Source: an optimization exercise on an open RTL-to-GDS flow (aim: small area and a short achievable clock period). Production flows keep margins and buffers that such runs may drop. Only simulation tests tie the RTL to the original design; equivalence was not proved. The clock port is modelled as an ideal driver; clocking choices that lean on that would not hold on a real chip. Power figures rest on the tool's default switching activity, not on a simulated workload.

==> flow/design.v, too long to show whole: its modules and the start of the top module <==
// module wm_fa: 10 lines
// module wm_ha: 9 lines
// module wallace_mult_24x24: 2343 lines
module wallace_mult_24x24 (
  input  logic        clk,
  input  logic        rst,
  input  logic        in_valid,
  input  logic [23:0] a,
  input  logic [23:0] b,
  output logic        out_valid,
  output logic [39:0] x,
  output logic [39:0] y,
  output logic [7:0]  z
);
  // ...
==> flow/flow/run.sh <==
#!/bin/bash
set -euo pipefail
K="BUFFER_PORTS_ARGS=-buffer_cell sky130_fd_sc_hd__buf_1"
EM="SETUP_SLACK_MARGIN=$(cat flow/early_margin.txt)"
bash standard.sh "$K" "$EM" cts > make_cts.log 2>&1
export SKEW_DB=$PWD/orfs/results/$FLOW_PLATFORM/wallace_mult_24x24/base/4_cts.odb
export SKEW_LIB=$FLOW_HOME/platforms/$FLOW_PLATFORM/lib/sky130_fd_sc_hd__tt_025C_1v80.lib
export SKEW_RC=$FLOW_HOME/platforms/$FLOW_PLATFORM/setRC.tcl
export SKEW_SDC=$PWD/orfs/results/$FLOW_PLATFORM/wallace_mult_24x24/base/4_cts.sdc
export SKEW_FLATTEN=$(cat flow/flatten.txt)
read SKEW_D2 SKEW_D3 < flow/skew.txt
export SKEW_D2 SKEW_D3
openroad -no_init -exit flow/skew.tcl > skew.log 2>&1
bash standard.sh "$K" finish > make_finish.log 2>&1
==> flow/flow/early_margin.txt <==
1.8
==> flow/flow/flatten.txt <==
1
==> flow/flow/skew.tcl <==
read_db $::env(SKEW_DB)
read_liberty $::env(SKEW_LIB)
read_sdc $::env(SKEW_SDC)
source $::env(SKEW_RC)
set_propagated_clock [all_clocks]
set db [ord::get_db]
set block [ord::get_db_block]
set sizes {sky130_fd_sc_hd__clkbuf_1 sky130_fd_sc_hd__clkbuf_2 sky130_fd_sc_hd__clkbuf_4 sky130_fd_sc_hd__clkbuf_8 sky130_fd_sc_hd__clkbuf_16}
set pre_master sky130_fd_sc_hd__clkbuf_1
set k 0

proc new_buf {master_name x y in_net} {
  global db block k
  set inst [odb::dbInst_create $block [$db findMaster $master_name] "skew_buf_$k"]
  set out [odb::dbNet_create $block "skew_net_$k"]
  $out setSigType CLOCK
  incr k
  [$inst findITerm A] connect $in_net
  [$inst findITerm X] connect $out
  $inst setLocation $x $y
  $inst setPlacementStatus PLACED
  return [list $inst $out]
}

# odb instance name -> STA clock pin of every register
set clkpin [dict create]
foreach p [get_pins -hierarchical */CLK] {
  dict set clkpin [[[sta::sta_to_db_pin $p] getInst] getName] $p
}
proc ckpin {inst} { return [dict get $::clkpin [$inst getName]] }

proc mean_arrival {insts} {
  set s 0.0; set n 0
  foreach inst $insts {
    set a [get_property [ckpin $inst] arrival_max_rise]
    set s [expr {$s + $a}]; incr n
  }
  return [expr {$s / $n}]
}

# leaf nets of the tree
set leaves {}
foreach net [$block getNets] {
  if {[$net getSigType] ne "CLOCK"} continue
  foreach it [$net getITerms] {
    if {[$it isOutputSignal] && [string match clkbuf_leaf_* [[$it getInst] getName]]} { lappend leaves $net }
  }
}

set groups {}
foreach net $leaves {
  foreach rank {r2 r3} {
    set sinks {}; set sx 0; set sy 0
    foreach it [$net getITerms] {
      set inst [$it getInst]
      if {[$it isOutputSignal]} continue
      if {[string match ${rank}_* [$inst getName]] && [[$it getMTerm] getName] eq "CLK"} {
        lappend sinks $it
        set loc [$inst getLocation]
        set sx [expr {$sx + [lindex $loc 0]}]; set sy [expr {$sy + [lindex $loc 1]}]
      }
    }
    set n [llength $sinks]
    if {$n == 0} continue
    set x [expr {int($sx / $n)}]; set y [expr {int($sy / $n)}]
    # smallest last buffer that keeps the clock-pin slew well inside the limit
    set si [expr {$n <= 3 ? 1 : ($n <= 8 ? 2 : ($n <= 16 ? 3 : 4))}]
    lassign [new_buf [lindex $sizes $si] $x $y $net] last out
    set insts {}
    foreach it $sinks { set inst [$it getInst]; lappend insts $inst; $it disconnect; $it connect $out }
    lappend groups [dict create rank $rank leaf $net insts $insts last $last si $si simin $si pre {} x $x y $y]
  }
}

set ref {}
foreach inst [$block getInsts] {
  set nm [$inst getName]
  if {[dict exists $clkpin $nm] && ![string match r2_* $nm] && ![string match r3_* $nm] && ![string match a2_* $nm] && ![string match *2_q* $nm]} { lappend ref $inst }
}
puts "reference registers (ranks 1 and 4): [llength $ref]"
for {set round 0} {$round < 14} {incr round} {
  estimate_parasitics -placement
  set base [mean_arrival $ref]
  set changed 0
  set ng {}
  foreach g $groups {
    set tgt [expr {$base + ([dict get $g rank] eq "r2" ? $::env(SKEW_D2) : $::env(SKEW_D3))}]
    set a [mean_arrival [dict get $g insts]]
    set gw 0
    foreach inst [dict get $g insts] {
      set sl [get_property [ckpin $inst] slew_max]
      if {$sl > $gw} { set gw $sl }
    }
    if {$gw > 0.105 && [dict get $g si] < 4} {
      # clock-pin slew first: a stronger last buffer, and never smaller again
      set si [expr {[dict get $g si] + 1}]
      [dict get $g last] swapMaster [$db findMaster [lindex $sizes $si]]
      dict set g si $si
      dict set g simin $si
      lappend ng $g
      set changed 1
      continue
    }
    set si [dict get $g si]
    set last [dict get $g last]
    if {$a < $tgt - 0.04} {
      if {$si > [dict get $g simin] && ($tgt - $a < 0.1 || [llength [dict get $g pre]] >= 6)} {
        incr si -1
        $last swapMaster [$db findMaster [lindex $sizes $si]]
      } elseif {[llength [dict get $g pre]] < 6} {
        # one more small buffer in front of the last one
        set in_it [$last findITerm A]
        set in_net [$in_it getNet]
        $in_it disconnect
        lassign [new_buf $::pre_master [dict get $g x] [dict get $g y] $in_net] p pout
        $in_it connect $pout
        dict lappend g pre $p
      }
      set changed 1
    } elseif {$a > $tgt + 0.04 && $si < 4} {
      incr si
      $last swapMaster [$db findMaster [lindex $sizes $si]]
      set changed 1
    }
    dict set g si $si
    lappend ng $g
  }
  set groups $ng
  if {!$changed} break
}
estimate_parasitics -placement
set base [mean_arrival $ref]
foreach g $groups {
  puts [format "group %s %-22s sinks %2d last %s pre %d  skew %.3f" [dict get $g rank] [[dict get $g leaf] getName] [llength [dict get $g insts]] [lindex $sizes [dict get $g si]] [llength [dict get $g pre]] [expr {[mean_arrival [dict get $g insts]] - $base}]]
}
puts "ranks 1 and 4 mean clock arrival $base"
set worst 0
foreach g $groups {
  set gw 0
  foreach inst [dict get $g insts] {
    set sl [get_property [ckpin $inst] slew_max]
    if {$sl > $worst} { set worst $sl }
    if {$sl > $gw} { set gw $sl }
  }
  puts "slew [dict get $g rank] [llength [dict get $g insts]] [lindex $sizes [dict get $g si]] $gw"
}
puts "worst skewed clock-pin slew $worst"
detailed_placement
check_placement -verbose
write_db $::env(SKEW_DB)
==> flow/flow/skew.txt <==
0.4 0.55
==> flow/standard.sh <==
#!/bin/bash
# synth_recipe.tcl (not shown) runs the flow's synth.tcl, then flattens the netlist and writes it again
# the make line also repeats each setting of config.mk as NAME=value (left out here)
make -C /OpenROAD-flow-scripts/flow DESIGN_CONFIG=/design/flow/config.mk WORK_HOME=/design/flow/orfs CLKGATE_MAP_FILE= SYNTH_SCRIPT=/design/flow/synth_recipe.tcl "${@:-finish}"
==> flow/config.mk <==
export PLATFORM = sky130hd
export DESIGN_NAME = wallace_mult_24x24
export DESIGN_NICKNAME = wallace_mult_24x24
export VERILOG_FILES = /design/flow/design.v
export SDC_FILE = /design/flow/constraint.sdc
export NUM_CORES = 4
export LEC_CHECK = 0
export CAP_MARGIN = 20
export CORE_MARGIN = 2
export CORE_UTILIZATION = 60
export CTS_CLUSTER_DIAMETER = 150
export CTS_CLUSTER_SIZE = 50
export HOLD_SLACK_MARGIN = 0.05
export SETUP_SLACK_MARGIN = 2.2
export SLEW_MARGIN = 20
export SYNTH_HIERARCHICAL = 1
export SYNTH_MINIMUM_KEEP_SIZE = 0
==> flow/constraint.sdc <==
create_clock -name core_clock -period 4.0 [get_ports {clk}]
set_input_delay 0.8000 -clock core_clock [delete_from_list [all_inputs] [get_ports {clk}]]
set_output_delay 0.8000 -clock core_clock [all_outputs]
set_load 0.01 [all_outputs]
==> summary.md, run 1 <==
### GRT
- **Global Route met1 Usage** 0.383

### CTS
- **TritonCTS sink count** 423

### Worst setup path
- **maximum net fanout on the critical path** 1
- **data arrival time of the critical path** 2.83 ns
- **reg-to-reg critical path endpoint** r3_c28_2$_DFF_P_
- **Setup crit end** r3_c28_2$_DFF_P_

### Cells and area
- **core occupancy in the finished layout** 0.634
- **combined area of the multi-input logic cells** 0.0113 mm2
- **Area Overhead vs Synth** 3.92%
- **max FFs per register** 24
- **number of inverters outside the clock class in the layout** 32
- **leading cell types in the layout, fill and taps excluded** sky130_fd_sc_hd__dfxtp_1, sky130_fd_sc_hd__xnor2_1, sky130_fd_sc_hd__fa_1, sky130_fd_sc_hd__a22oi_1, sky130_fd_sc_hd__buf_1

### Drt
- **top routing layer used** met4
- **vias per cell** 5.68

### Power and ir drop
- **P_clk** 2.98 mW
- **share of total power in combinational logic** 0.354
- **PwrDens** 688 mW/mm2

### Synthesis
- **largest area contributor in the synthesized netlist** sky130_fd_sc_hd__dfxtp_1

### Placement
- **count of input and output buffers** 135
- **final RePlAce weighted congestion** 0.849
- **setup slack after placement** 1.31 ns

### Hold path
- **worst min-delay path class** flip-flop to flip-flop

### Timing
- **slew of the pin with the lowest slew margin** 0.579 ns

### Die
- **core area** 0.0356 mm2

### Run status
- **status** timing/DRC/antenna clean

==> run 2: changes to the inputs <==
--- a/flow/config.mk
+++ b/flow/config.mk
@@ -10,4 +10,4 @@
 export CORE_UTILIZATION = 60
-export CTS_CLUSTER_DIAMETER = 150
-export CTS_CLUSTER_SIZE = 50
+export CTS_CLUSTER_DIAMETER = 100
+export CTS_CLUSTER_SIZE = 30
 export HOLD_SLACK_MARGIN = 0.05
==> run 2 against run 1 <==
Still clean; die area stayed put; sequential cell count stayed put; area after synthesis stayed put; synthesized cell count stayed put; routed wire length is 2.1% higher; register-to-register slack better by 0.05 ns; clock-buffer cell count is 6 higher; clock skew is 0.033 ns higher; worst hold slack worse by 0.024 ns; cell count is 3.5% higher; combinational power is 1% higher; core utilization is 1.4 points higher; critical path type unchanged.
==> summary.md, run 2 <==
### Run status
- **status** timing/DRC/antenna clean, unchanged

### Placement
- **count of input and output buffers** 135, unchanged
- **final RePlAce weighted congestion** 0.849, unchanged
- **Area after DPL** 0.0214 mm2, unchanged
- **detailed-placement wirelength estimate** 32300 um, unchanged

### Power and ir drop
- **share of power burned in the clock network** 0.231, was 0.192
- **leakage dissipation** 8.80 nW, was 8.54 nW
- **NetSw** 5.75 mW, was 5.43 mW
- **PwrDens** 711 mW/mm2, was 688 mW/mm2
- **share of total power in combinational logic** 0.338, was 0.354
- **VDD IR-drop max** 0.599 mV, was 0.476 mV
- **cell internal pwr** 10.6 mW, was 10.1 mW
- **switching part of the total** 0.351, was 0.350
- **sequential group share of total power** 0.430, was 0.454

### Worst setup path
- **maximum net fanout on the critical path** 1, unchanged
- **kind of launch point of the worst setup path** flip-flop, unchanged
- **crit path from** r2_c27_0$_DFF_P_, was r2_c27_2$_DFF_P_
- **cell mode on critical path** sky130_fd_sc_hd__fa_1, unchanged
- **data arrival time of the critical path** 2.79 ns, was 2.83 ns
- **type of element capturing the critical path** flip-flop, unchanged
- **Crit path depth** 3, unchanged
- **RR Startpoint** r2_c27_0$_DFF_P_, was r2_c27_2$_DFF_P_
- **kind of cell with the highest combined delay on the critical path** adder cells, unchanged
- **critical path class** flip-flop to flip-flop, unchanged
- **data required time of the worst path** 4.99 ns, was 4.97 ns
- **critical path cell sequence** fa_1, fa_1, fa_1, was fa_1, fa_2, fa_1
- **cell depth of the worst flop-to-flop path** 3, unchanged
- **critical path buffer and inverter count** 0, unchanged
- **Crit-path slowest cell** sky130_fd_sc_hd__fa_1, was sky130_fd_sc_hd__fa_2
- **slowest cell delay on critical path** 0.61 ns, was 0.62 ns

### Cells and area
- **ANT cells** 0, unchanged
- **Area Overhead vs Synth** 6.19%, was 3.92%
- **combined area of the multi-input logic cells** 0.0112 mm2, was 0.0113 mm2
- **leading cell types in the layout, fill and taps excluded** sky130_fd_sc_hd__dfxtp_1, sky130_fd_sc_hd__xnor2_1, sky130_fd_sc_hd__fa_1, sky130_fd_sc_hd__a22oi_1, sky130_fd_sc_hd__clkbuf_1, was sky130_fd_sc_hd__dfxtp_1, sky130_fd_sc_hd__xnor2_1, sky130_fd_sc_hd__fa_1, sky130_fd_sc_hd__a22oi_1, sky130_fd_sc_hd__buf_1
- **max FFs per register** 24, unchanged
- **# fillers** 2807, was 2853
- **footprint of the flip-flops and latches** 0.00860 mm2, was 0.00859 mm2
- **most frequent standard cell in the layout excluding fill and tap cells** sky130_fd_sc_hd__dfxtp_1, unchanged
- **number of nets in the final layout** 2172, was 2095
- **final instance area** 0.0231 mm2, was 0.0226 mm2
- **largest register by flop count** a1_q, unchanged
- **share of post-route cells with drive strength above 1** 0.123, was 0.107

### Synthesis
- **number of register bits inferred by synthesis** 423, unchanged
- **largest area contributor in the synthesized netlist** sky130_fd_sc_hd__dfxtp_1, unchanged
- **cell area after technology mapping** 0.0217 mm2, unchanged
- **synthesis warning total** 7, unchanged
- **Cells after Synth** 1692, unchanged
- **syn_area_per_cell** 12.8 um2, unchanged
- **portion of the post-synthesis area used by sequential elements** 0.390, unchanged
- **most frequent cells after synthesis** sky130_fd_sc_hd__dfxtp_1, sky130_fd_sc_hd__xnor2_1, sky130_fd_sc_hd__fa_1, unchanged
- **share of the synthesized area in the top cell type** 0.390, unchanged
- **number of library cell types mapped by synthesis** 25, unchanged
- **number of synthesized flops with an enable pin** 0, unchanged
- **Top FF cell, synth** sky130_fd_sc_hd__dfxtp_1, unchanged
- **largest cells by area after synthesis** sky130_fd_sc_hd__dfxtp_1, sky130_fd_sc_hd__fa_1, sky130_fd_sc_hd__xnor2_1, unchanged
- **Async S/R FF share, synth** 0, unchanged
- **cell with the most instances after synthesis** sky130_fd_sc_hd__dfxtp_1, unchanged

### CTS
- **# H-tree levels** 1, unchanged
- **Clock Tree Buf Depth** 3, unchanged
- **root buf cell** sky130_fd_sc_hd__clkbuf_16, unchanged
- **clock insertion delay at the later pin of the skew report** 1.17 ns, was 1.12 ns
- **CTS clk-pin slew, worst paths** 0.10 ns, was 0.09 ns
- **CTS tree** done, unchanged
- **TritonCTS sink count** 423, unchanged
- **Num CTS Buffers** 19, was 12

### Drt
- **detailed-route wire length per cell** 22.3 um, was 22.6 um
- **Routed WL** 50900 um, was 49900 um
- **Routed Antenna Nets** 0, unchanged
- **detailed-routing iteration count for the pre-antenna-repair pass** 5, was 6
- **number of violations reported at the end of detailed-routing iteration 0** 1133, was 1197
- **DRC violation count after routing** 0, unchanged
- **vias per cell** 5.62, was 5.68
- **via count** 12.8k, was 12.5k

### Run
- **max-cap viol count** 0, unchanged

### Timing
- **Slew Limit Headroom** 0.608, was 0.614
- **slew of the pin with the lowest slew margin** 0.587 ns, was 0.579 ns
- **RSZ-0062 raised after global routing** yes, unchanged
- **share of the clock period used by the worst path** 0.451, was 0.465
- **final period demand of the worst path** 1.80 ns, was 1.86 ns
- **Max Clk Rate** 554 MHz, was 538 MHz
- **Pins Over Slew Limit** 0, unchanged
- **skew final** 0.682 ns, was 0.649 ns
- **number of hold violations in the final report** 0, unchanged
- **count of endpoints failing setup in the final report** 0, unchanged
- **final setup TNS** 0 ns, unchanged
- **Post-Route Hold Slack** 0.0952 ns, was 0.119 ns

### Die
- **width of the die** 194 um, unchanged
- **total die area** 0.0377 mm2, unchanged
- **vertical die dimension** 194 um, unchanged
- **ports placed on the boundary** 140, unchanged
- **Starting Density** 0.610, unchanged
- **core area** 0.0356 mm2, unchanged
- **row count** 69, unchanged

### Hold path
- **start point of the worst min-delay path** r2_c1_0$_DFF_P_, was r2_c7_0$_DFF_P_
- **worst min-delay path class** flip-flop to flip-flop, unchanged
- **number of cells on the worst hold path** 0, unchanged

### GRT
- **GRT Total Usage** 0.276, was 0.271
- **global-route wire length before repair** 80200 um, was 78700 um
- **grt ovf** 0, unchanged
- **largest net degree at the start of global routing** 34, was 35
- **vias in the first global route** 14.5k, was 13.9k
- **number of antenna violations at the first check in global routing** 0, unchanged

==> run 2: layer usage <==
metal | GRT usage | part of all wire | up-vias
met3 | 0.0543 | 0.084 | 105
li1 | - | - | 5691
met5 | 0 | 0 | -
met2 | 0.436 | 0.46 | 593
met4 | 0.103 | 0.027 | 0
met1 | 0.380 | 0.42 | 6447
==> run 2: path summary, 6_finish.rpt <==
path	slack [ns]	to
worst min-delay path	0.1	r3_c1_0$_DFF_P_
worst max register to register	2.20	r3_c27_1$_DFF_P_
worst max-delay path	2.20	r3_c27_1$_DFF_P_
worst min register to register	0.1	r3_c1_0$_DFF_P_
==> run 2: area by class of cell <==
class / instances / area share
buffer: 149 / 0.0340
clock buffer: 19 / 0.0206
clock inverter: 4 / 0.00293
inverter: 32 / 0.00521
multi-input combinational: 993 / 0.488
sequential: 423 / 0.373
tap: 461 / 0.0250
timing repair buffer: 203 / 0.0516
==> run 2: stage by stage <==
stage / power, mW / setup slack (ns) / std cells / util
6_report: 16.4 / 2.20 / 2284 / 0.648
5_1_grt: 17.9 / 2.12 / 2284 / 0.648
4_1_cts: 15.0 / 1.79 / 2133 / 0.621
3_5_place_dp: 12.6 / 1.31 / 2110 / 0.602
3_3_place_gp: 12.5 / 1.28 / 2110 / 0.602
2_1_floorplan: 11.1 / 1.97 / 1695 / -
==> run 2: cell families after synthesis <==
family	Yosys count	synth area share
buf+inv	279	0.0945
flops	423	0.390
compound gates	288	0.103
simple gates	84	0.0203
fa+ha+maj	300	0.264
other cells	1	0.000173
xor+xnor	317	0.128
==> run 2: per-module statistics from Yosys, one instance, submodules excluded <==
module              copies in the design  area [um2]  flip-flops and latches
wallace_mult_24x24                     1       16100                     423
wm_fa                                264        20.0                       0
wm_ha                                 23        12.5                       0
==> run 2: timing repair <==
item / 4_1_cts / 5_1_grt
buffers inserted: 0 / 1
hold buffers: 0 / 1
gates resized for setup: 63 / 79
setup endpoints to repair: 145 / 58
pin swaps: 0 / 2
hold endpoints to repair: 0 / 1
gates cloned: 0 / 0
==> run 2: power groups by stage <==
stage                     Clock (mW)  Combinational (mW)  Sequential [mW]
after detailed placement           0                5.49             7.15
final                           3.80                5.55             7.06
after CTS                       2.33                5.57             7.06
after floorplan                    0                4.30             6.80
after global routing            4.14                6.46             7.25
after global placement             0                5.39             7.12
==> run 2: worst reg2reg max path, cell delays in order, from the launching register on <==
cell and delay, ns:
sky130_fd_sc_hd__dfxtp_1 0.33, sky130_fd_sc_hd__fa_1 0.61, sky130_fd_sc_hd__fa_1 0.48, sky130_fd_sc_hd__fa_1 0.45
==> run 3: changes to the inputs <==
==> flow/flow/flatten.txt (replaced) <==
0
--- a/flow/flow/skew.tcl
+++ b/flow/flow/skew.tcl
@@ -8,3 +8,3 @@
 set sizes {sky130_fd_sc_hd__clkbuf_1 sky130_fd_sc_hd__clkbuf_2 sky130_fd_sc_hd__clkbuf_4 sky130_fd_sc_hd__clkbuf_8 sky130_fd_sc_hd__clkbuf_16}
-set pre_master sky130_fd_sc_hd__clkbuf_1
+set pre_master [expr {[info exists ::env(SKEW_PRE)] ? $::env(SKEW_PRE) : "sky130_fd_sc_hd__clkbuf_1"}]
 set k 0
@@ -38,2 +38,28 @@
   return [expr {$s / $n}]
+}
+
+# Optionally drop the middle level of the tree: leaf buffers hang directly off the root net.
+if {[info exists ::env(SKEW_FLATTEN)] && $::env(SKEW_FLATTEN)} {
+  set root_inst [$block findInst clkbuf_0_clk]
+  set root_net [[$root_inst findITerm X] getNet]
+  foreach it [$root_net getITerms] {
+    set inst [$it getInst]
+    if {[$it isOutputSignal] || ![string match clkbuf_1_* [$inst getName]]} continue
+    set mid_net [[$inst findITerm X] getNet]
+    set ok 1
+    foreach s [$mid_net getITerms] {
+      if {![$s isOutputSignal] && ![string match clkbuf_leaf_* [[$s getInst] getName]]} { set ok 0 }
+    }
+    if {!$ok} continue
+    foreach s [$mid_net getITerms] {
+      if {[$s isOutputSignal]} continue
+      $s disconnect
+      $s connect $root_net
+    }
+    $it disconnect
+    [$inst findITerm X] disconnect
+    odb::dbInst_destroy $inst
+    odb::dbNet_destroy $mid_net
+    puts "removed middle clock buffer level under [$root_net getName]"
+  }
 }
==> flow/flow/skew.txt (replaced) <==
0.42 0.6
--- a/flow/config.mk
+++ b/flow/config.mk
@@ -10,6 +10,6 @@
 export CORE_UTILIZATION = 60
-export CTS_CLUSTER_DIAMETER = 100
-export CTS_CLUSTER_SIZE = 30
+export CTS_CLUSTER_DIAMETER = 150
+export CTS_CLUSTER_SIZE = 50
 export HOLD_SLACK_MARGIN = 0.05
-export SETUP_SLACK_MARGIN = 2.2
+export SETUP_SLACK_MARGIN = 2.3
 export SLEW_MARGIN = 20
==> run 3 against run 2 <==
Non-clock buffer count shrank 19; synthesized cell count is the same; global-route usage shrank 0.44 points; combinational power rose by 7.4%; die area stayed put; setup slack worse by 0.012 ns; critical path depth did not move; cell count down 1.1%; largest cell class unchanged.
==> summary.md, run 3 <==
### Die
- **Starting Density** 0.610, unchanged
- **core area** 0.0356 mm2, unchanged
- **vertical die dimension** 194 um, unchanged
- **width of the die** 194 um, unchanged
- **total die area** 0.0377 mm2, unchanged
- **ports placed on the boundary** 140, unchanged
- **row count** 69, unchanged

### Timing
- **final setup TNS** 0 ns, unchanged
- **RSZ-0062 raised after global routing** yes, unchanged
- **number of hold violations in the final report** 0, unchanged
- **skew final** 0.742 ns, was 0.682 ns
- **final period demand of the worst path** 1.82 ns, was 1.80 ns
- **Max Clk Rate** 551 MHz, was 554 MHz
- **count of endpoints failing setup in the final report** 0, unchanged
- **share of the clock period used by the worst path** 0.454, was 0.451
- **Pins Over Slew Limit** 0, unchanged

### Drt
- **vias per cell** 5.73, was 5.62
- **via count** 12.9k, was 12.8k
- **Routed Antenna Nets** 0, unchanged
- **number of violations reported at the end of detailed-routing iteration 0** 1325, was 1133
- **detailed-routing iteration count for the pre-antenna-repair pass** 6, was 5
- **DRC violation count after routing** 0, unchanged
- **Routed WL** 52700 um, was 50900 um
- **detailed-route wire length per cell** 23.3 um, was 22.3 um

### Cells and area
- **most frequent standard cell in the layout excluding fill and tap cells** sky130_fd_sc_hd__dfxtp_1, unchanged
- **number of nets in the final layout** 2146, was 2172
- **share of post-route cells with drive strength above 1** 0.186, was 0.123
- **Area Overhead vs Synth** 9.15%, was 6.19%
- **largest register by flop count** a1_q, unchanged
- **final instance area** 0.0237 mm2, was 0.0231 mm2
- **# fillers** 2699, was 2807
- **core occupancy in the finished layout** 0.666, was 0.648
- **ANT cells** 0, unchanged
- **leading cell types in the layout, fill and taps excluded** sky130_fd_sc_hd__dfxtp_1, sky130_fd_sc_hd__xnor2_1, sky130_fd_sc_hd__fa_1, sky130_fd_sc_hd__a22oi_1, sky130_fd_sc_hd__clkbuf_1, unchanged
- **max FFs per register** 24, unchanged

### CTS
- **clock insertion delay at the later pin of the skew report** 1.21 ns, was 1.17 ns
- **root buf cell** sky130_fd_sc_hd__clkbuf_16, unchanged
- **CTS tree** done, unchanged
- **# H-tree levels** 1, unchanged
- **Clock Tree Buf Depth** 3, unchanged
- **CTS clk-pin slew, worst paths** 0.08 ns, was 0.10 ns
- **TritonCTS sink count** 423, unchanged
- **Num CTS Buffers** 12, was 19

### Worst setup path
- **maximum net fanout on the critical path** 1, unchanged
- **Register-to-Register Setup Slack** 2.18 ns, was 2.20 ns
- **crit path from** r2_c27_1$_DFF_P_, was r2_c27_0$_DFF_P_
- **type of element capturing the critical path** flip-flop, unchanged
- **RR Startpoint** r2_c27_1$_DFF_P_, was r2_c27_0$_DFF_P_
- **critical path class** flip-flop to flip-flop, unchanged
- **data required time of the worst path** 5.05 ns, was 4.99 ns
- **reg-to-reg critical path endpoint** r3_c27_1$_DFF_P_, unchanged
- **cell depth of the worst flop-to-flop path** 3, unchanged
- **data arrival time of the critical path** 2.87 ns, was 2.79 ns
- **kind of launch point of the worst setup path** flip-flop, unchanged

### Synthesis
- **share of the synthesized area in the top cell type** 0.390, unchanged
- **most frequent cells after synthesis** sky130_fd_sc_hd__dfxtp_1, sky130_fd_sc_hd__xnor2_1, sky130_fd_sc_hd__fa_1, unchanged
- **largest family of logic cells by synthesized area** adder cells, unchanged
- **number of synthesized flops with an enable pin** 0, unchanged
- **cell area after technology mapping** 0.0217 mm2, unchanged
- **synthesis warning total** 7, unchanged
- **syn_area_per_cell** 12.8 um2, unchanged
- **Top FF cell, synth** sky130_fd_sc_hd__dfxtp_1, unchanged
- **Post-Synth Simple-Gate Area** 0.0203, unchanged
- **number of library cell types mapped by synthesis** 25, unchanged
- **Cells after Synth** 1692, unchanged
- **post-synthesis share of cell area spent on xor and xnor gates** 0.128, unchanged
- **post-synthesis adder-cell area fraction** 0.264, unchanged
- **Async S/R FF share, synth** 0, unchanged
- **compound-cell area share of the yosys netlist** 0.103, unchanged
- **largest area contributor in the synthesized netlist** sky130_fd_sc_hd__dfxtp_1, unchanged
- **number of register bits inferred by synthesis** 423, unchanged
- **largest cells by area after synthesis** sky130_fd_sc_hd__dfxtp_1, sky130_fd_sc_hd__fa_1, sky130_fd_sc_hd__xnor2_1, unchanged
- **mux contribution to synthesized area** 0, unchanged
- **cell with the most instances after synthesis** sky130_fd_sc_hd__dfxtp_1, unchanged
- **portion of the post-synthesis area used by sequential elements** 0.390, unchanged

### Power and ir drop
- **PwrDens** 677 mW/mm2, was 711 mW/mm2
- **leakage dissipation** 9.17 nW, was 8.80 nW
- **VDD IR-drop max** 0.583 mV, was 0.599 mV

### Placement
- **final RePlAce weighted congestion** 0.849, unchanged
- **count of input and output buffers** 135, unchanged
- **Area after DPL** 0.0214 mm2, unchanged
- **detailed-placement wirelength estimate** 32300 um, unchanged

### GRT
- **Global Route met3 Usage** 0.0489, was 0.0543
- **GR peak layer** met2, unchanged
- **largest net degree at the start of global routing** 35, was 34
- **met2 Use GR** 0.431, was 0.436
- **vias in the first global route** 13.9k, was 14.5k
- **grt ovf** 0, unchanged
- **Global Route met1 Usage** 0.383, was 0.380
- **GRT Total Usage** 0.272, was 0.276
- **global-route wire length before repair** 78900 um, was 80200 um
- **number of antenna violations at the first check in global routing** 0, unchanged

### Hold path
- **worst min-delay path class** flip-flop to flip-flop, unchanged
- **number of cells on the worst hold path** 0, unchanged
- **Hold Crit Endpoint** r3_c7_0$_DFF_P_, was r3_c1_0$_DFF_P_
- **start point of the worst min-delay path** r2_c7_0$_DFF_P_, was r2_c1_0$_DFF_P_

### Run status
- **status** timing/DRC/antenna clean, unchanged

### Run
- **max-cap viol count** 0, unchanged

-- run 3: changes by cell type in the layout (fill, tap and decap cells not counted), sizes merged --
cell / previous run / this run
clkbuf: 202 / 106
dlygate4sd3: 1 / 2
buf: 168 / 238
clkinv: 1 / 0
-- run 3: worst max-delay path, cell delays in order, from the launching register on --
cell and delay [ns]:
sky130_fd_sc_hd__dfxtp_2 0.34, sky130_fd_sc_hd__fa_2 0.51, sky130_fd_sc_hd__fa_1 0.60, sky130_fd_sc_hd__fa_2 0.45
-- run 3: how the worst max path moves through the flow --
| stage | slack, ns | end |
|---|---|---|
| final | 2.18 | r3_c27_1$_DFF_P_ |
| after global routing | 2.08 | r4_c8_1$_DFF_P_ |
| after CTS | 1.76 | r2_c24_4$_DFF_P_ |
| after detailed placement | 1.31 | r2_c24_4$_DFF_P_ |
| after global placement | 1.28 | r2_c24_4$_DFF_P_ |
| after floorplan | 1.97 | r2_c16_3$_DFF_P_ |
-- run 3: area by class of cell --
cell class	count	area, um2	area share
plain buffers	88	573	0.0242
well taps	461	577	0.0243
clock inverters	3	31.3	0.00132
repair buffers	245	2120	0.0894
clock buffers	13	325	0.0137
flip-flops and latches	423	8650	0.365
multi-input cells	993	11300	0.477
inverters	32	120	0.00507
-- run 3: Yosys stat by module, one instance, submodules excluded --
module              cells inside  flops+latches  cell area (um2)
wallace_mult_24x24          1405            423            16100
wm_fa                          1              0             20.0
wm_ha                          1              0             12.5
-- run 3: power breakdown --
part           total, mW  internal (mW)  switching [mW]
logic               5.96           2.92            3.04
clock network       3.02           1.42            1.60
registers           7.06           6.15           0.907
-- run 3: through the flow --
| step | total power [mW] | cells | setup WS (ns) | hold WS (ns) |
|---|---|---|---|---|
| 6_report | 16.0 | 2258 | 2.18 | 0.0895 |
| 5_1_grt | 17.5 | 2258 | 2.08 | 0.0625 |
| 4_1_cts | 14.5 | 2126 | 1.76 | 0.304 |
| 3_5_place_dp | 12.6 | 2110 | 1.31 | 0.312 |
| 3_3_place_gp | 12.5 | 2110 | 1.28 | 0.311 |
| 2_1_floorplan | 11.1 | 1695 | 1.97 | 0.310 |
-- run 3: logic make-up after synthesis --
kind of cell | Yosys count
simple gates | 84
fa+ha+maj | 300
xor+xnor | 317
compound gates | 288
other cells | 1
buf+inv | 279
flops | 423
-- run 3: metal layers --
metal	wire length (um)	part of all wire
met1	21800	0.41
met2	24700	0.47
met3	4980	0.094
met4	1230	0.023
met5	0	0
-- run 3: timing repair --
action                                  4_1_cts  5_1_grt
pin swaps                                     0       15
setup buffers                                 0       38
resized for setup                            55      326
hold buffers                                  0        2
endpoints found under the setup margin      141      190
gates cloned                                  0        4
hold endpoints to repair                      0        2
==> run 4: changes to the inputs <==
--- a/flow/config.mk
+++ b/flow/config.mk
@@ -10,4 +10,4 @@
 export CORE_UTILIZATION = 60
-export CTS_CLUSTER_DIAMETER = 150
-export CTS_CLUSTER_SIZE = 50
+export CTS_CLUSTER_DIAMETER = 100
+export CTS_CLUSTER_SIZE = 30
 export HOLD_SLACK_MARGIN = 0.05
==> run 4 against run 3 <==
Clock skew grew 0.066 ns; core utilization increased by 0.099 points; critical path type unchanged; power rose by 5.1%; die area unchanged; maximum frequency decreased by 4.4%; largest power group unchanged; sequential power about the same; combinational power is 2% lower; non-clock buffer count increased by 57; critical endpoint unchanged; global-route usage grew 0.51 points; highest routed layer unchanged; clock-buffer cell count rose by 6.
==> summary.md, run 4 <==
### Run status
- **status** timing/DRC/antenna clean, unchanged

### Synthesis
- **Post-Synth Simple-Gate Area** 0.0203, unchanged
- **post-synthesis adder-cell area fraction** 0.264, unchanged
- **largest area contributor in the synthesized netlist** sky130_fd_sc_hd__dfxtp_1, unchanged
- **post-synthesis share of cell area spent on xor and xnor gates** 0.128, unchanged
- **cell area after technology mapping** 0.0217 mm2, unchanged
- **number of register bits inferred by synthesis** 423, unchanged
- **portion of the post-synthesis area used by sequential elements** 0.390, unchanged
- **Top FF cell, synth** sky130_fd_sc_hd__dfxtp_1, unchanged
- **share of the synthesized area in the top cell type** 0.390, unchanged
- **Async S/R FF share, synth** 0, unchanged
- **cell with the most instances after synthesis** sky130_fd_sc_hd__dfxtp_1, unchanged
- **number of library cell types mapped by synthesis** 25, unchanged
- **compound-cell area share of the yosys netlist** 0.103, unchanged
- **synthesis warning total** 7, unchanged
- **most frequent cells after synthesis** sky130_fd_sc_hd__dfxtp_1, sky130_fd_sc_hd__xnor2_1, sky130_fd_sc_hd__fa_1, unchanged
- **largest cells by area after synthesis** sky130_fd_sc_hd__dfxtp_1, sky130_fd_sc_hd__fa_1, sky130_fd_sc_hd__xnor2_1, unchanged
- **Cells after Synth** 1692, unchanged
- **mux contribution to synthesized area** 0, unchanged
- **syn_area_per_cell** 12.8 um2, unchanged
- **largest family of logic cells by synthesized area** adder cells, unchanged
- **number of synthesized flops with an enable pin** 0, unchanged

### Placement
- **final RePlAce weighted congestion** 0.849, unchanged
- **count of input and output buffers** 135, unchanged
- **detailed-placement wirelength estimate** 32300 um, unchanged
- **setup slack after placement** 1.31 ns, unchanged
- **Area after DPL** 0.0214 mm2, unchanged

### Worst setup path
- **type of element capturing the critical path** flip-flop, unchanged
- **data required time of the worst path** 5.06 ns, was 5.05 ns
- **data arrival time of the critical path** 2.96 ns, was 2.87 ns
- **slowest cell delay on critical path** 0.60 ns, about the same
- **maximum net fanout on the critical path** 1, unchanged
- **cell depth of the worst flop-to-flop path** 3, unchanged
- **cell mode on critical path** sky130_fd_sc_hd__fa_2, unchanged
- **reg-to-reg critical path endpoint** r3_c27_1$_DFF_P_, unchanged
- **critical path cell sequence** fa_2, fa_1, fa_2, unchanged
- **Crit-path slowest cell** sky130_fd_sc_hd__fa_2, was sky130_fd_sc_hd__fa_1
- **kind of launch point of the worst setup path** flip-flop, unchanged
- **critical path class** flip-flop to flip-flop, unchanged
- **RR Startpoint** r2_c27_2$_DFF_P_, was r2_c27_1$_DFF_P_
- **kind of cell with the highest combined delay on the critical path** adder cells, unchanged
- **critical path buffer and inverter count** 0, unchanged
- **Register-to-Register Setup Slack** 2.10 ns, was 2.18 ns

### Cells and area
- **largest register by flop count** a1_q, unchanged
- **leading cell types in the layout, fill and taps excluded** sky130_fd_sc_hd__dfxtp_1, sky130_fd_sc_hd__xnor2_1, sky130_fd_sc_hd__fa_1, sky130_fd_sc_hd__a22oi_1, sky130_fd_sc_hd__clkbuf_1, unchanged
- **most frequent standard cell in the layout excluding fill and tap cells** sky130_fd_sc_hd__dfxtp_1, unchanged
- **footprint of the flip-flops and latches** 0.00863 mm2, was 0.00865 mm2
- **combined area of the multi-input logic cells** 0.0113 mm2, about the same
- **ANT cells** 0, unchanged
- **max FFs per register** 24, unchanged
- **final instance area** 0.0237 mm2, about the same
- **Area Overhead vs Synth** 9.31%, was 9.15%
- **share of post-route cells with drive strength above 1** 0.175, was 0.186
- **# fillers** 2728, was 2699
- **number of nets in the final layout** 2210, was 2146

### Timing
- **Max Clk Rate** 527 MHz, was 551 MHz
- **fin worst setup slack** 2.10 ns, was 2.18 ns
- **Slew Limit Headroom** 0.618
- **number of hold violations in the final report** 0, unchanged
- **final setup TNS** 0 ns, unchanged
- **slew of the pin with the lowest slew margin** 0.573 ns
- **share of the clock period used by the worst path** 0.475, was 0.454
- **RSZ-0062 raised after global routing** yes, unchanged
- **skew final** 0.808 ns, was 0.742 ns
- **count of endpoints failing setup in the final report** 0, unchanged
- **final period demand of the worst path** 1.90 ns, was 1.82 ns
- **Pins Over Slew Limit** 0, unchanged

### CTS
- **TritonCTS sink count** 423, unchanged
- **# H-tree levels** 1, unchanged
- **CTS tree** done, unchanged
- **CTS clk-pin slew, worst paths** 0.10 ns, was 0.08 ns
- **Clock Tree Buf Depth** 3, unchanged
- **clock insertion delay at the later pin of the skew report** 1.30 ns, was 1.21 ns
- **root buf cell** sky130_fd_sc_hd__clkbuf_16, unchanged
- **Num CTS Buffers** 19, was 12

### Die
- **ports placed on the boundary** 140, unchanged
- **core area** 0.0356 mm2, unchanged
- **width of the die** 194 um, unchanged
- **total die area** 0.0377 mm2, unchanged
- **Starting Density** 0.610, unchanged
- **row count** 69, unchanged
- **vertical die dimension** 194 um, unchanged

### Drt
- **number of violations reported at the end of detailed-routing iteration 0** 1106, was 1325
- **via count** 13.1k, was 12.9k
- **vias per cell** 5.64, was 5.73
- **detailed-routing iteration count for the pre-antenna-repair pass** 6, unchanged
- **DRC violation count after routing** 0, unchanged
- **Routed WL** 51600 um, was 52700 um
- **Routed Antenna Nets** 0, unchanged
- **detailed-route wire length per cell** 22.2 um, was 23.3 um

### GRT
- **number of antenna violations at the first check in global routing** 0, unchanged
- **grt ovf** 0, unchanged
- **largest net degree at the start of global routing** 34, was 35
- **global-route wire length before repair** 80500 um, was 78900 um
- **GRT Total Usage** 0.277, was 0.272
- **vias in the first global route** 14.7k, was 13.9k

### Hold path
- **worst min-delay path class** flip-flop to flip-flop, unchanged
- **start point of the worst min-delay path** r2_c47_0$_DFF_P_, was r2_c7_0$_DFF_P_
- **Hold Crit Endpoint** r3_c47_0$_DFF_P_, was r3_c7_0$_DFF_P_
- **number of cells on the worst hold path** 0, unchanged

### Power and ir drop
- **PwrDens** 710 mW/mm2, was 677 mW/mm2
- **leakage dissipation** 9.16 nW, was 9.17 nW
- **VDD IR-drop max** 0.607 mV, was 0.583 mV

### Run
- **max-cap viol count** 0, unchanged

[run 4: cell counts after synthesis]
Identical to the previous run, type by type.
[run 4: area by class of cell]
class | count | area share
plain buffers | 163 | 0.0352
inverters | 32 | 0.00506
repair buffers | 227 | 0.0730
multi-input cells | 993 | 0.476
flip-flops and latches | 423 | 0.364
clock buffers | 19 | 0.0200
clock inverters | 4 | 0.00285
well taps | 461 | 0.0243
[run 4: power by group]
part / switching, mW / internal (mW)
Combinational: 2.98 / 2.86
Sequential: 0.936 / 6.15
Clock: 1.95 / 1.97
Total: 5.86 / 11.0
[run 4: logic make-up (layout without fill, tap and decap cells)]
kind of cell             after synthesis  in the layout
flip-flops                           423            423
XOR/XNOR                             317            317
adder cells (fa/ha/maj)              300            300
AO/OA/AOI/OAI                        288            288
buffers and inverters                279            445
AND/OR/NAND/NOR                       84             84
other                                  1              4
[run 4: timing repair]
action / in CTS / in global routing
hold buffers: 0 / 5
resized for setup: 63 / 284
pin swaps: 0 / 8
endpoints found under the hold margin: 0 / 5
setup endpoints to repair: 145 / 148
gates cloned: 0 / 0
buffers inserted: 0 / 21
[run 4: worst max-delay path by stage]
stage	from	endpoint	cells past startpoint
2_1_floorplan	neg1_q[0]$_DFF_P_	r2_c16_3$_DFF_P_	5
3_3_place_gp	two1_q[5]$_DFF_P_	r2_c24_4$_DFF_P_	4
3_5_place_dp	a1_q[11]$_DFF_P_	r2_c24_4$_DFF_P_	5
4_1_cts	a1_q[14]$_DFF_P_	r2_c24_4$_DFF_P_	5
5_1_grt	r3_c7_0$_DFF_P_	r4_c8_1$_DFF_P_	4
6_report	r2_c27_2$_DFF_P_	r3_c27_1$_DFF_P_	3
[run 4: metal layers]
layer / wire, um / vias to the layer above / GRT usage
li1: - / 5773 / -
met3: 4340 / 109 / 0.0546
met5: 0 / - / 0
met1: 21700 / 6623 / 0.379
met4: 1350 / 0 / 0.104
met2: 24200 / 599 / 0.438
[run 4: through the flow]
step / util / total power [mW] / hold WS (ns) / std cells
5_1_grt: 0.667 / 18.3 / 0.105 / 2322
3_5_place_dp: 0.602 / 12.6 / 0.312 / 2110
3_3_place_gp: 0.602 / 12.5 / 0.311 / 2110
4_1_cts: 0.621 / 15.0 / 0.307 / 2133
2_1_floorplan: - / 11.1 / 0.310 / 1695
6_report: 0.667 / 16.8 / 0.0964 / 2322
[run 4: modules after synthesis, one instance, submodules excluded]
module | cells inside | flip-flops and latches
wm_ha | 1 | 0
wm_fa | 1 | 0
wallace_mult_24x24 | 1405 | 423
==> run 5: changes to the inputs <==
--- a/flow/flow/skew.tcl
+++ b/flow/flow/skew.tcl
@@ -75,6 +75,48 @@
 
+proc leaf_of {it} { return [$it getNet] }
+proc kmeans {pts k} {
+  # pts: list of {x y item}; returns list of clusters (lists of items)
+  set n [llength $pts]
+  set cs {}
+  for {set i 0} {$i < $k} {incr i} {
+    set p [lindex $pts [expr {int(($i + 0.5) * $n / $k)}]]
+    lappend cs [list [lindex $p 0] [lindex $p 1]]
+  }
+  for {set iter 0} {$iter < 20} {incr iter} {
+    set members {}
+    for {set i 0} {$i < $k} {incr i} { lappend members {} }
+    foreach p $pts {
+      set best 0; set bd 1e30
+      for {set i 0} {$i < $k} {incr i} {
+        set c [lindex $cs $i]
+        set d [expr {abs([lindex $p 0] - [lindex $c 0]) + abs([lindex $p 1] - [lindex $c 1])}]
+        if {$d < $bd} { set bd $d; set best $i }
+      }
+      lset members $best [concat [lindex $members $best] [list $p]]
+    }
+    set ncs {}
+    for {set i 0} {$i < $k} {incr i} {
+      set m [lindex $members $i]
+      if {[llength $m] == 0} { lappend ncs [lindex $cs $i]; continue }
+      set sx 0; set sy 0
+      foreach p $m { set sx [expr {$sx + [lindex $p 0]}]; set sy [expr {$sy + [lindex $p 1]}] }
+      lappend ncs [list [expr {$sx / [llength $m]}] [expr {$sy / [llength $m]}]]
+    }
+    set cs $ncs
+  }
+  set out {}
+  foreach m $members { if {[llength $m]} { lappend out $m } }
+  return $out
+}
+set leaf_drv {}
+foreach net $leaves {
+  foreach it [$net getITerms] {
+    if {[$it isOutputSignal]} { lappend leaf_drv [list $net [lindex [[$it getInst] getLocation] 0] [lindex [[$it getInst] getLocation] 1]] }
+  }
+}
+set csize [expr {[info exists ::env(SKEW_CLUSTER)] ? $::env(SKEW_CLUSTER) : 20}]
 set groups {}
-foreach net $leaves {
-  foreach rank {r2 r3} {
-    set sinks {}; set sx 0; set sy 0
+foreach rank {r2 r3} {
+  set pts {}
+  foreach net $leaves {
     foreach it [$net getITerms] {
@@ -83,16 +125,26 @@
       if {[string match ${rank}_* [$inst getName]] && [[$it getMTerm] getName] eq "CLK"} {
-        lappend sinks $it
         set loc [$inst getLocation]
-        set sx [expr {$sx + [lindex $loc 0]}]; set sy [expr {$sy + [lindex $loc 1]}]
+        lappend pts [list [lindex $loc 0] [lindex $loc 1] $it]
       }
     }
-    set n [llength $sinks]
-    if {$n == 0} continue
+  }
+  if {![llength $pts]} continue
+  set pts [lsort -real -index 0 $pts]
+  set nk [expr {max(1, int(ceil([llength $pts] / double($csize))))}]
+  foreach m [kmeans $pts $nk] {
+    set sx 0; set sy 0
+    foreach p $m { set sx [expr {$sx + [lindex $p 0]}]; set sy [expr {$sy + [lindex $p 1]}] }
+    set n [llength $m]
     set x [expr {int($sx / $n)}]; set y [expr {int($sy / $n)}]
-    # smallest last buffer that keeps the clock-pin slew well inside the limit
+    # nearest leaf driver feeds this cluster
+    set bd 1e30; set src {}
+    foreach l $leaf_drv {
+      set d [expr {abs([lindex $l 1] - $x) + abs([lindex $l 2] - $y)}]
+      if {$d < $bd} { set bd $d; set src [lindex $l 0] }
+    }
     set si [expr {$n <= 3 ? 1 : ($n <= 8 ? 2 : ($n <= 16 ? 3 : 4))}]
-    lassign [new_buf [lindex $sizes $si] $x $y $net] last out
+    lassign [new_buf [lindex $sizes $si] $x $y $src] last out
     set insts {}
-    foreach it $sinks { set inst [$it getInst]; lappend insts $inst; $it disconnect; $it connect $out }
-    lappend groups [dict create rank $rank leaf $net insts $insts last $last si $si simin $si pre {} x $x y $y]
+    foreach p $m { set it [lindex $p 2]; lappend insts [$it getInst]; $it disconnect; $it connect $out }
+    lappend groups [dict create rank $rank leaf $src insts $insts last $last si $si simin $si pre {} x $x y $y]
   }
@@ -119,3 +171,3 @@
     }
-    if {$gw > 0.105 && [dict get $g si] < 4} {
+    if {$gw > 0.092 && [dict get $g si] < 4} {
       # clock-pin slew first: a stronger last buffer, and never smaller again
==> flow/flow/skew.txt (replaced) <==
0.4 0.55
--- a/flow/config.mk
+++ b/flow/config.mk
@@ -13,3 +13,3 @@
 export HOLD_SLACK_MARGIN = 0.05
-export SETUP_SLACK_MARGIN = 2.3
+export SETUP_SLACK_MARGIN = 2.2
 export SLEW_MARGIN = 20
==> run 5 against run 4 <==
Core utilization decreased by 2.8 points; clock-buffer cell count unchanged; sequential power shrank 0.6%; clock power is 15% lower; register-to-register slack gained 0.06 ns; worst hold slack improved by 0.030 ns; clock skew decreased by 0.17 ns; sequential cell count stayed put; die area unchanged; routed wire length down 3.2%; cell count shrank 5.4%; cell area shrank 4.2%; critical endpoint is now r2_c24_4$_DFF_P_.
==> summary.md, run 5 <==
### Synthesis
- **number of synthesized flops with an enable pin** 0, unchanged
- **largest area contributor in the synthesized netlist** sky130_fd_sc_hd__dfxtp_1, unchanged
- **synthesis warning total** 7, unchanged
- **Async S/R FF share, synth** 0, unchanged
- **number of register bits inferred by synthesis** 423, unchanged
- **most frequent cells after synthesis** sky130_fd_sc_hd__dfxtp_1, sky130_fd_sc_hd__xnor2_1, sky130_fd_sc_hd__fa_1, unchanged
- **portion of the post-synthesis area used by sequential elements** 0.390, unchanged
- **cell with the most instances after synthesis** sky130_fd_sc_hd__dfxtp_1, unchanged
- **cell area after technology mapping** 0.0217 mm2, unchanged
- **syn_area_per_cell** 12.8 um2, unchanged
- **number of library cell types mapped by synthesis** 25, unchanged
- **Cells after Synth** 1692, unchanged
- **share of the synthesized area in the top cell type** 0.390, unchanged
- **largest cells by area after synthesis** sky130_fd_sc_hd__dfxtp_1, sky130_fd_sc_hd__fa_1, sky130_fd_sc_hd__xnor2_1, unchanged
- **Top FF cell, synth** sky130_fd_sc_hd__dfxtp_1, unchanged

### GRT
- **number of antenna violations at the first check in global routing** 0, unchanged
- **largest net degree at the start of global routing** 34, unchanged
- **vias in the first global route** 13.7k, was 14.7k
- **global-route wire length before repair** 78700 um, was 80500 um
- **grt ovf** 0, unchanged
- **GRT Total Usage** 0.271, was 0.277

### Drt
- **vias per cell** 5.68, was 5.64
- **detailed-route wire length per cell** 22.7 um, was 22.2 um
- **total length of routed met3 wires** 4280 um, was 4340 um
- **wire length on met1** 21500 um, was 21700 um
- **top routing layer used** met4, unchanged
- **DRC violation count after routing** 0, unchanged
- **routed wire length on met2** 22900 um, was 24200 um
- **via count** 12.5k, was 13.1k
- **Routed WL** 50000 um, was 51600 um
- **number of violations reported at the end of detailed-routing iteration 0** 1254, was 1106
- **detailed-routing iteration count for the pre-antenna-repair pass** 6, unchanged
- **Routed Antenna Nets** 0, unchanged

### Die
- **vertical die dimension** 194 um, unchanged
- **core area** 0.0356 mm2, unchanged
- **total die area** 0.0377 mm2, unchanged
- **row count** 69, unchanged
- **ports placed on the boundary** 140, unchanged
- **width of the die** 194 um, unchanged
- **Starting Density** 0.610, unchanged

### Timing
- **final setup TNS** 0 ns, unchanged
- **RSZ-0062 raised after global routing** yes, unchanged
- **number of hold violations in the final report** 0, unchanged
- **final period demand of the worst path** 1.84 ns, was 1.90 ns
- **Slew Limit Headroom** 0.610, was 0.618
- **slew of the pin with the lowest slew margin** 0.585 ns, was 0.573 ns
- **Post-Route Hold Slack** 0.126 ns, was 0.0964 ns
- **count of endpoints failing setup in the final report** 0, unchanged
- **share of the clock period used by the worst path** 0.460, was 0.475
- **Pins Over Slew Limit** 0, unchanged
- **Max Clk Rate** 543 MHz, was 527 MHz
- **skew final** 0.637 ns, was 0.808 ns

### Run status
- **status** timing/DRC/antenna clean, unchanged

### Cells and area
- **leading cell types in the layout, fill and taps excluded** sky130_fd_sc_hd__dfxtp_1, sky130_fd_sc_hd__xnor2_1, sky130_fd_sc_hd__fa_1, sky130_fd_sc_hd__a22oi_1, sky130_fd_sc_hd__buf_1, was sky130_fd_sc_hd__dfxtp_1, sky130_fd_sc_hd__xnor2_1, sky130_fd_sc_hd__fa_1, sky130_fd_sc_hd__a22oi_1, sky130_fd_sc_hd__clkbuf_1
- **number of nets in the final layout** 2085, was 2210
- **share of post-route cells with drive strength above 1** 0.119, was 0.175
- **largest register by flop count** a1_q, unchanged
- **core occupancy in the finished layout** 0.639, was 0.667
- **combined area of the multi-input logic cells** 0.0112 mm2, was 0.0113 mm2
- **footprint of the flip-flops and latches** 0.00859 mm2, was 0.00863 mm2
- **max FFs per register** 24, unchanged
- **# fillers** 2845, was 2728
- **ANT cells** 0, unchanged
- **Area Overhead vs Synth** 4.75%, was 9.31%
- **most frequent standard cell in the layout excluding fill and tap cells** sky130_fd_sc_hd__dfxtp_1, unchanged

### Worst setup path
- **critical path class** flip-flop to flip-flop, unchanged
- **data required time of the worst path** 4.79 ns, was 5.06 ns
- **data arrival time of the critical path** 2.63 ns, was 2.96 ns
- **reg-to-reg critical path endpoint** r2_c24_4$_DFF_P_, was r3_c27_1$_DFF_P_
- **Register-to-Register Setup Slack** 2.16 ns, was 2.10 ns
- **cell depth of the worst flop-to-flop path** 4, was 3
- **maximum net fanout on the critical path** 14, was 1
- **kind of launch point of the worst setup path** flip-flop, unchanged
- **type of element capturing the critical path** flip-flop, unchanged
- **RR Startpoint** neg1_q[10]$_DFF_P_, was r2_c27_2$_DFF_P_

### CTS
- **# H-tree levels** 1, unchanged
- **TritonCTS sink count** 423, unchanged
- **Clock Tree Buf Depth** 3, unchanged
- **CTS clk-pin slew, worst paths** 0.09 ns, was 0.10 ns
- **CTS tree** done, unchanged
- **root buf cell** sky130_fd_sc_hd__clkbuf_16, unchanged
- **clock insertion delay at the later pin of the skew report** 1.12 ns, was 1.30 ns
- **Num CTS Buffers** 19, unchanged

### Hold path
- **worst min-delay path class** flip-flop to flip-flop, unchanged
- **Hold Crit Endpoint** r3_c7_0$_DFF_P_, was r3_c47_0$_DFF_P_
- **number of cells on the worst hold path** 0, unchanged
- **start point of the worst min-delay path** r2_c7_0$_DFF_P_, was r2_c47_0$_DFF_P_

### Power and ir drop
- **leakage dissipation** 8.68 nW, was 9.16 nW
- **PwrDens** 699 mW/mm2, was 710 mW/mm2
- **VDD IR-drop max** 0.573 mV, was 0.607 mV
- **total power of the final layout** 15.9 mW, was 16.8 mW

### Placement
- **final RePlAce weighted congestion** 0.849, unchanged
- **count of input and output buffers** 135, unchanged
- **detailed-placement wirelength estimate** 32300 um, unchanged

### Run
- **max-cap viol count** 0, unchanged

run 5: changes by cell type in the layout (fill, tap and decap cells not counted), sizes merged:
cell         delta
clkbuf         -74
buf            -46
dlygate4sd3     -5
run 5: kinds of logic (layout without fill, tap and decap cells):
family	count (synthesis)	after routing	share of synthesized area
adder cells (fa/ha/maj)	300	300	0.264
buffers and inverters	279	320	0.0945
flip-flops	423	423	0.390
AO/OA/AOI/OAI	288	288	0.103
other	1	4	0.000173
AND/OR/NAND/NOR	84	84	0.0203
XOR/XNOR	317	317	0.128
run 5: repair_timing:
item	4_1_cts	5_1_grt
pin swaps	0	2
hold buffers	0	0
gates resized for setup	63	63
setup buffers	0	4
setup endpoints to repair	145	56
run 5: metrics by stage:
stage | setup slack [ns] | instances | instance area (um2)
3_5_place_dp | 1.31 | 2110 | 21400
4_1_cts | 1.79 | 2133 | 22100
3_3_place_gp | 1.28 | 2110 | 21400
5_1_grt | 2.17 | 2197 | 22700
2_1_floorplan | 1.97 | 1695 | 21700
6_report | 2.16 | 2197 | 22700
run 5: how the worst max path moves through the flow:
stage / cells after the start / slack [ns] / start / end
global route: 3 / 2.17 / r2_c27_1$_DFF_P_ / r3_c27_1$_DFF_P_
CTS: 5 / 1.79 / a1_q[14]$_DFF_P_ / r2_c24_4$_DFF_P_
detailed placement: 5 / 1.31 / a1_q[11]$_DFF_P_ / r2_c24_4$_DFF_P_
global placement: 4 / 1.28 / two1_q[5]$_DFF_P_ / r2_c24_4$_DFF_P_
finish: 4 / 2.16 / neg1_q[10]$_DFF_P_ / r2_c24_4$_DFF_P_
floorplan: 5 / 1.97 / neg1_q[0]$_DFF_P_ / r2_c16_3$_DFF_P_
run 5: metal layers:
layer,GRT usage,vias up
li1,-,5510
met1,0.380,6320
met2,0.430,562
met3,0.0529,93
met4,0.0786,0
met5,0,-
run 5: power by group:
part	internal, mW	leakage, nW	switching (mW)
Combinational	2.60	4.61	2.93
Sequential	6.13	3.58	0.927
Clock	1.66	0.489	1.66
Total	10.4	8.68	5.51
run 5: modules after synthesis (local to each module, per instance):
module              cells inside  flops+latches  cell area (um2)  copies in the design
wallace_mult_24x24          1405            423            16100                     1
wm_ha                          1              0             12.5                    23
wm_fa                          1              0             20.0                   264
run 5: worst max-delay path, cell delays in order, from the launching register on:
cell and delay, ns:
sky130_fd_sc_hd__dfxtp_2 0.66, sky130_fd_sc_hd__buf_12 0.26, sky130_fd_sc_hd__xnor2_1 0.16, sky130_fd_sc_hd__fa_1 0.47, sky130_fd_sc_hd__fa_1 0.52
run 5: area by class of cell:
class,instances,share of cell area
sequential,423,0.378
multi-input combinational,993,0.494
clock inverter,4,0.00297
timing repair buffer,205,0.0514
buffer,60,0.0224
clock buffer,19,0.0209
inverter,32,0.00528
tap,461,0.0254
==> run 6: changes to the inputs <==
==> flow/flow/skew.txt (replaced) <==
0.43 0.6
==> run 6 against run 5 <==
Core utilization grew 0.14 points; combinational power is essentially flat; sequential share of layout area down 0.097 points; critical path type unchanged; largest cell class unchanged.
==> summary.md, run 6 <==
### Worst setup path
- **maximum net fanout on the critical path** 1, was 14
- **type of element capturing the critical path** flip-flop, unchanged
- **critical path class** flip-flop to flip-flop, unchanged
- **data required time of the worst path** 5.00 ns, was 4.79 ns
- **kind of launch point of the worst setup path** flip-flop, unchanged
- **data arrival time of the critical path** 2.88 ns, was 2.63 ns

### Cells and area
- **most frequent standard cell in the layout excluding fill and tap cells** sky130_fd_sc_hd__dfxtp_1, unchanged
- **final instance area** 0.0228 mm2, was 0.0227 mm2
- **max FFs per register** 24, unchanged
- **Area Overhead vs Synth** 4.97%, was 4.75%
- **ANT cells** 0, unchanged
- **largest register by flop count** a1_q, unchanged
- **share of post-route cells with drive strength above 1** 0.122, was 0.119
- **number of nets in the final layout** 2093, was 2085
- **leading cell types in the layout, fill and taps excluded** sky130_fd_sc_hd__dfxtp_1, sky130_fd_sc_hd__xnor2_1, sky130_fd_sc_hd__fa_1, sky130_fd_sc_hd__a22oi_1, sky130_fd_sc_hd__buf_1, unchanged

### Synthesis
- **cell area after technology mapping** 0.0217 mm2, unchanged
- **post-synthesis adder-cell area fraction** 0.264, unchanged
- **Async S/R FF share, synth** 0, unchanged
- **largest area contributor in the synthesized netlist** sky130_fd_sc_hd__dfxtp_1, unchanged
- **share of the synthesized area in the top cell type** 0.390, unchanged
- **number of library cell types mapped by synthesis** 25, unchanged
- **synthesis warning total** 7, unchanged
- **Top FF cell, synth** sky130_fd_sc_hd__dfxtp_1, unchanged
- **number of register bits inferred by synthesis** 423, unchanged
- **Cells after Synth** 1692, unchanged
- **most frequent cells after synthesis** sky130_fd_sc_hd__dfxtp_1, sky130_fd_sc_hd__xnor2_1, sky130_fd_sc_hd__fa_1, unchanged
- **syn_area_per_cell** 12.8 um2, unchanged
- **number of synthesized flops with an enable pin** 0, unchanged
- **compound-cell area share of the yosys netlist** 0.103, unchanged
- **largest cells by area after synthesis** sky130_fd_sc_hd__dfxtp_1, sky130_fd_sc_hd__fa_1, sky130_fd_sc_hd__xnor2_1, unchanged
- **largest family of logic cells by synthesized area** adder cells, unchanged
- **mux contribution to synthesized area** 0, unchanged
- **portion of the post-synthesis area used by sequential elements** 0.390, unchanged
- **cell with the most instances after synthesis** sky130_fd_sc_hd__dfxtp_1, unchanged
- **Post-Synth Simple-Gate Area** 0.0203, unchanged
- **post-synthesis share of cell area spent on xor and xnor gates** 0.128, unchanged

### Drt
- **Routed WL** 50000 um, about the same
- **DRC violation count after routing** 0, unchanged
- **vias per cell** 5.68, about the same
- **detailed-route wire length per cell** 22.7 um, about the same
- **number of violations reported at the end of detailed-routing iteration 0** 1258, was 1254
- **detailed-routing iteration count for the pre-antenna-repair pass** 6, unchanged
- **via count** 12.5k, about the same
- **Routed Antenna Nets** 0, unchanged

### Power and ir drop
- **sequential group share of total power** 0.442, was 0.444
- **share of total power in combinational logic** 0.346, was 0.347
- **NetSw** 5.54 mW, was 5.51 mW
- **switching part of the total** 0.347, about the same
- **leakage dissipation** 8.69 nW, was 8.68 nW
- **PwrDens** 700 mW/mm2, was 699 mW/mm2
- **share of power burned in the clock network** 0.212, was 0.209
- **VDD IR-drop max** 0.572 mV, was 0.573 mV
- **cell internal pwr** 10.4 mW, about the same

### GRT
- **number of antenna violations at the first check in global routing** 0, unchanged
- **global-route wire length before repair** 78800 um, was 78700 um
- **vias in the first global route** 13.8k, was 13.7k
- **GRT Total Usage** 0.271, about the same
- **largest net degree at the start of global routing** 34, unchanged
- **grt ovf** 0, unchanged

### Timing
- **fin worst setup slack** 2.12 ns, was 2.16 ns
- **RSZ-0062 raised after global routing** yes, unchanged
- **final setup TNS** 0 ns, unchanged
- **skew final** 0.702 ns, was 0.637 ns
- **Max Clk Rate** 532 MHz, was 543 MHz
- **number of hold violations in the final report** 0, unchanged
- **count of endpoints failing setup in the final report** 0, unchanged
- **slew of the pin with the lowest slew margin** 0.583 ns, was 0.585 ns
- **final period demand of the worst path** 1.88 ns, was 1.84 ns
- **Slew Limit Headroom** 0.611, was 0.610
- **Pins Over Slew Limit** 0, unchanged
- **share of the clock period used by the worst path** 0.470, was 0.460

### Die
- **ports placed on the boundary** 140, unchanged
- **Starting Density** 0.610, unchanged
- **row count** 69, unchanged
- **total die area** 0.0377 mm2, unchanged
- **width of the die** 194 um, unchanged
- **vertical die dimension** 194 um, unchanged
- **core area** 0.0356 mm2, unchanged

### CTS
- **clock insertion delay at the later pin of the skew report** 1.19 ns, was 1.12 ns
- **CTS clk-pin slew, worst paths** 0.09 ns, about the same
- **# H-tree levels** 1, unchanged
- **Num CTS Buffers** 19, unchanged
- **Clock Tree Buf Depth** 3, unchanged
- **CTS tree** done, unchanged
- **root buf cell** sky130_fd_sc_hd__clkbuf_16, unchanged
- **TritonCTS sink count** 423, unchanged

### Placement
- **detailed-placement wirelength estimate** 32300 um, unchanged
- **Area after DPL** 0.0214 mm2, unchanged
- **setup slack after placement** 1.31 ns, unchanged
- **final RePlAce weighted congestion** 0.849, unchanged
- **count of input and output buffers** 135, unchanged

### Hold path
- **worst min-delay path class** flip-flop to flip-flop, unchanged

### Run
- **max-cap viol count** 0, unchanged

### Run status
- **status** timing/DRC/antenna clean, unchanged

run 6: changes by cell type in the layout (fill, tap and decap cells not counted), sizes merged:
cell    before  now
clkbuf     109  117
run 6: path summary, 6_finish.rpt:
path	cells past startpoint	end	start	slack [ns]
worst max register to register	3	r3_c28_2$_DFF_P_	r2_c27_1$_DFF_P_	2.12
worst min-delay path	0	r3_c7_0$_DFF_P_	r2_c7_0$_DFF_P_	0.09
worst min register to register	0	r3_c7_0$_DFF_P_	r2_c7_0$_DFF_P_	0.09
worst max-delay path	3	r3_c28_2$_DFF_P_	r2_c27_1$_DFF_P_	2.12
run 6: power groups by stage:
stage / Sequential (mW) / Clock, mW / Combinational [mW]
3_5_place_dp: 7.15 / 0 / 5.49
5_1_grt: 7.25 / 3.68 / 6.46
2_1_floorplan: 6.80 / 0 / 4.30
4_1_cts: 7.06 / 2.33 / 5.57
3_3_place_gp: 7.12 / 0 / 5.39
6_report: 7.06 / 3.38 / 5.52
run 6: metal layers:
layer	track usage	part of all wire
met1	0.380	0.42
met2	0.430	0.46
met3	0.0532	0.089
met4	0.0811	0.026
met5	0	0
run 6: repair_timing:
item,in CTS,in global routing
hold buffers,0,0
setup buffers,0,4
pin swaps,0,3
gates resized for setup,63,66
endpoints found under the setup margin,145,45
run 6: stage by stage:
stage	utilization	std cells	hold slack [ns]	total power, mW
3_5_place_dp	0.602	2110	0.312	12.6
6_report	0.641	2205	0.0895	16.0
4_1_cts	0.621	2133	0.307	15.0
2_1_floorplan	-	1695	0.310	11.1
5_1_grt	0.641	2205	0.0809	17.4
3_3_place_gp	0.602	2110	0.311	12.5
run 6: critical path, stage by stage (launching register included):
cell,delay (ns)
sky130_fd_sc_hd__dfxtp_1,0.34
sky130_fd_sc_hd__fa_1,0.49
sky130_fd_sc_hd__fa_2,0.64
sky130_fd_sc_hd__fa_1,0.42
run 6: logic make-up (layout without fill, tap and decap cells):
family,count (synthesis),after routing
other,1,4
adders and majority gates,300,300
xor gates and xnor gates,317,317
and+or+nand+nor,84,84
AOI/OAI and AO/OA,288,288
buffers and inverters,279,328
DFF,423,423
run 6: area by class of cell:
| class | instances | area, um2 |
|---|---|---|
| multi-input combinational | 993 | 11300 |
| clock inverter | 4 | 67.6 |
| clock buffer | 19 | 475 |
| inverter | 32 | 120 |
| tap | 461 | 577 |
| sequential | 423 | 8590 |
| fill | 2836 | 12800 |
| buffer | 68 | 541 |
| timing repair buffer | 205 | 1160 |
run 6: Yosys stat by module, one instance, submodules excluded:
module              flops+latches  cells
wallace_mult_24x24            423   1405
wm_ha                           0      1
wm_fa                           0      1

afterwards: timing with drivers on the ports:
Ports are ideal in the flow. The routed layouts listed here were re-timed in OpenROAD. Step 1, drivers: a clkbuf_16 drives clk and a buf_2 each remaining input, both assumed. Step 2, shift: input delay + t, output delay - t, t = (earliest + latest rising clock arrival at the registers) / 2. This alone moves slack from input paths to output paths. Slacks: ideal ports / drivers / drivers and shift; pairs: ideal ports / drivers.
run	t, ns	setup WS [ns]	latest minus earliest clock arrival (ns)	slew at the worst register clock pin (ns)
run 1	0.848	2.142 / 2.142 / 2.142	0.659 / 0.658	0.12 / 0.12
run 2	0.885	2.196 / 2.162 / 2.196	0.688 / 0.689	0.10 / 0.10
run 3	0.893	2.184 / 2.177 / 2.184	0.755 / 0.756	0.13 / 0.13
run 4	0.947	2.101 / 2.101 / 2.101	0.813 / 0.812	0.10 / 0.10
run 5	0.857	2.159 / 2.159 / 2.159	0.637 / 0.637	0.10 / 0.10
run 6	0.890	2.119 / 2.119 / 2.119	0.708 / 0.707	0.10 / 0.10
Clock arrivals are far apart in every run listed, so t is only a midpoint there and step 2 fits no single register.
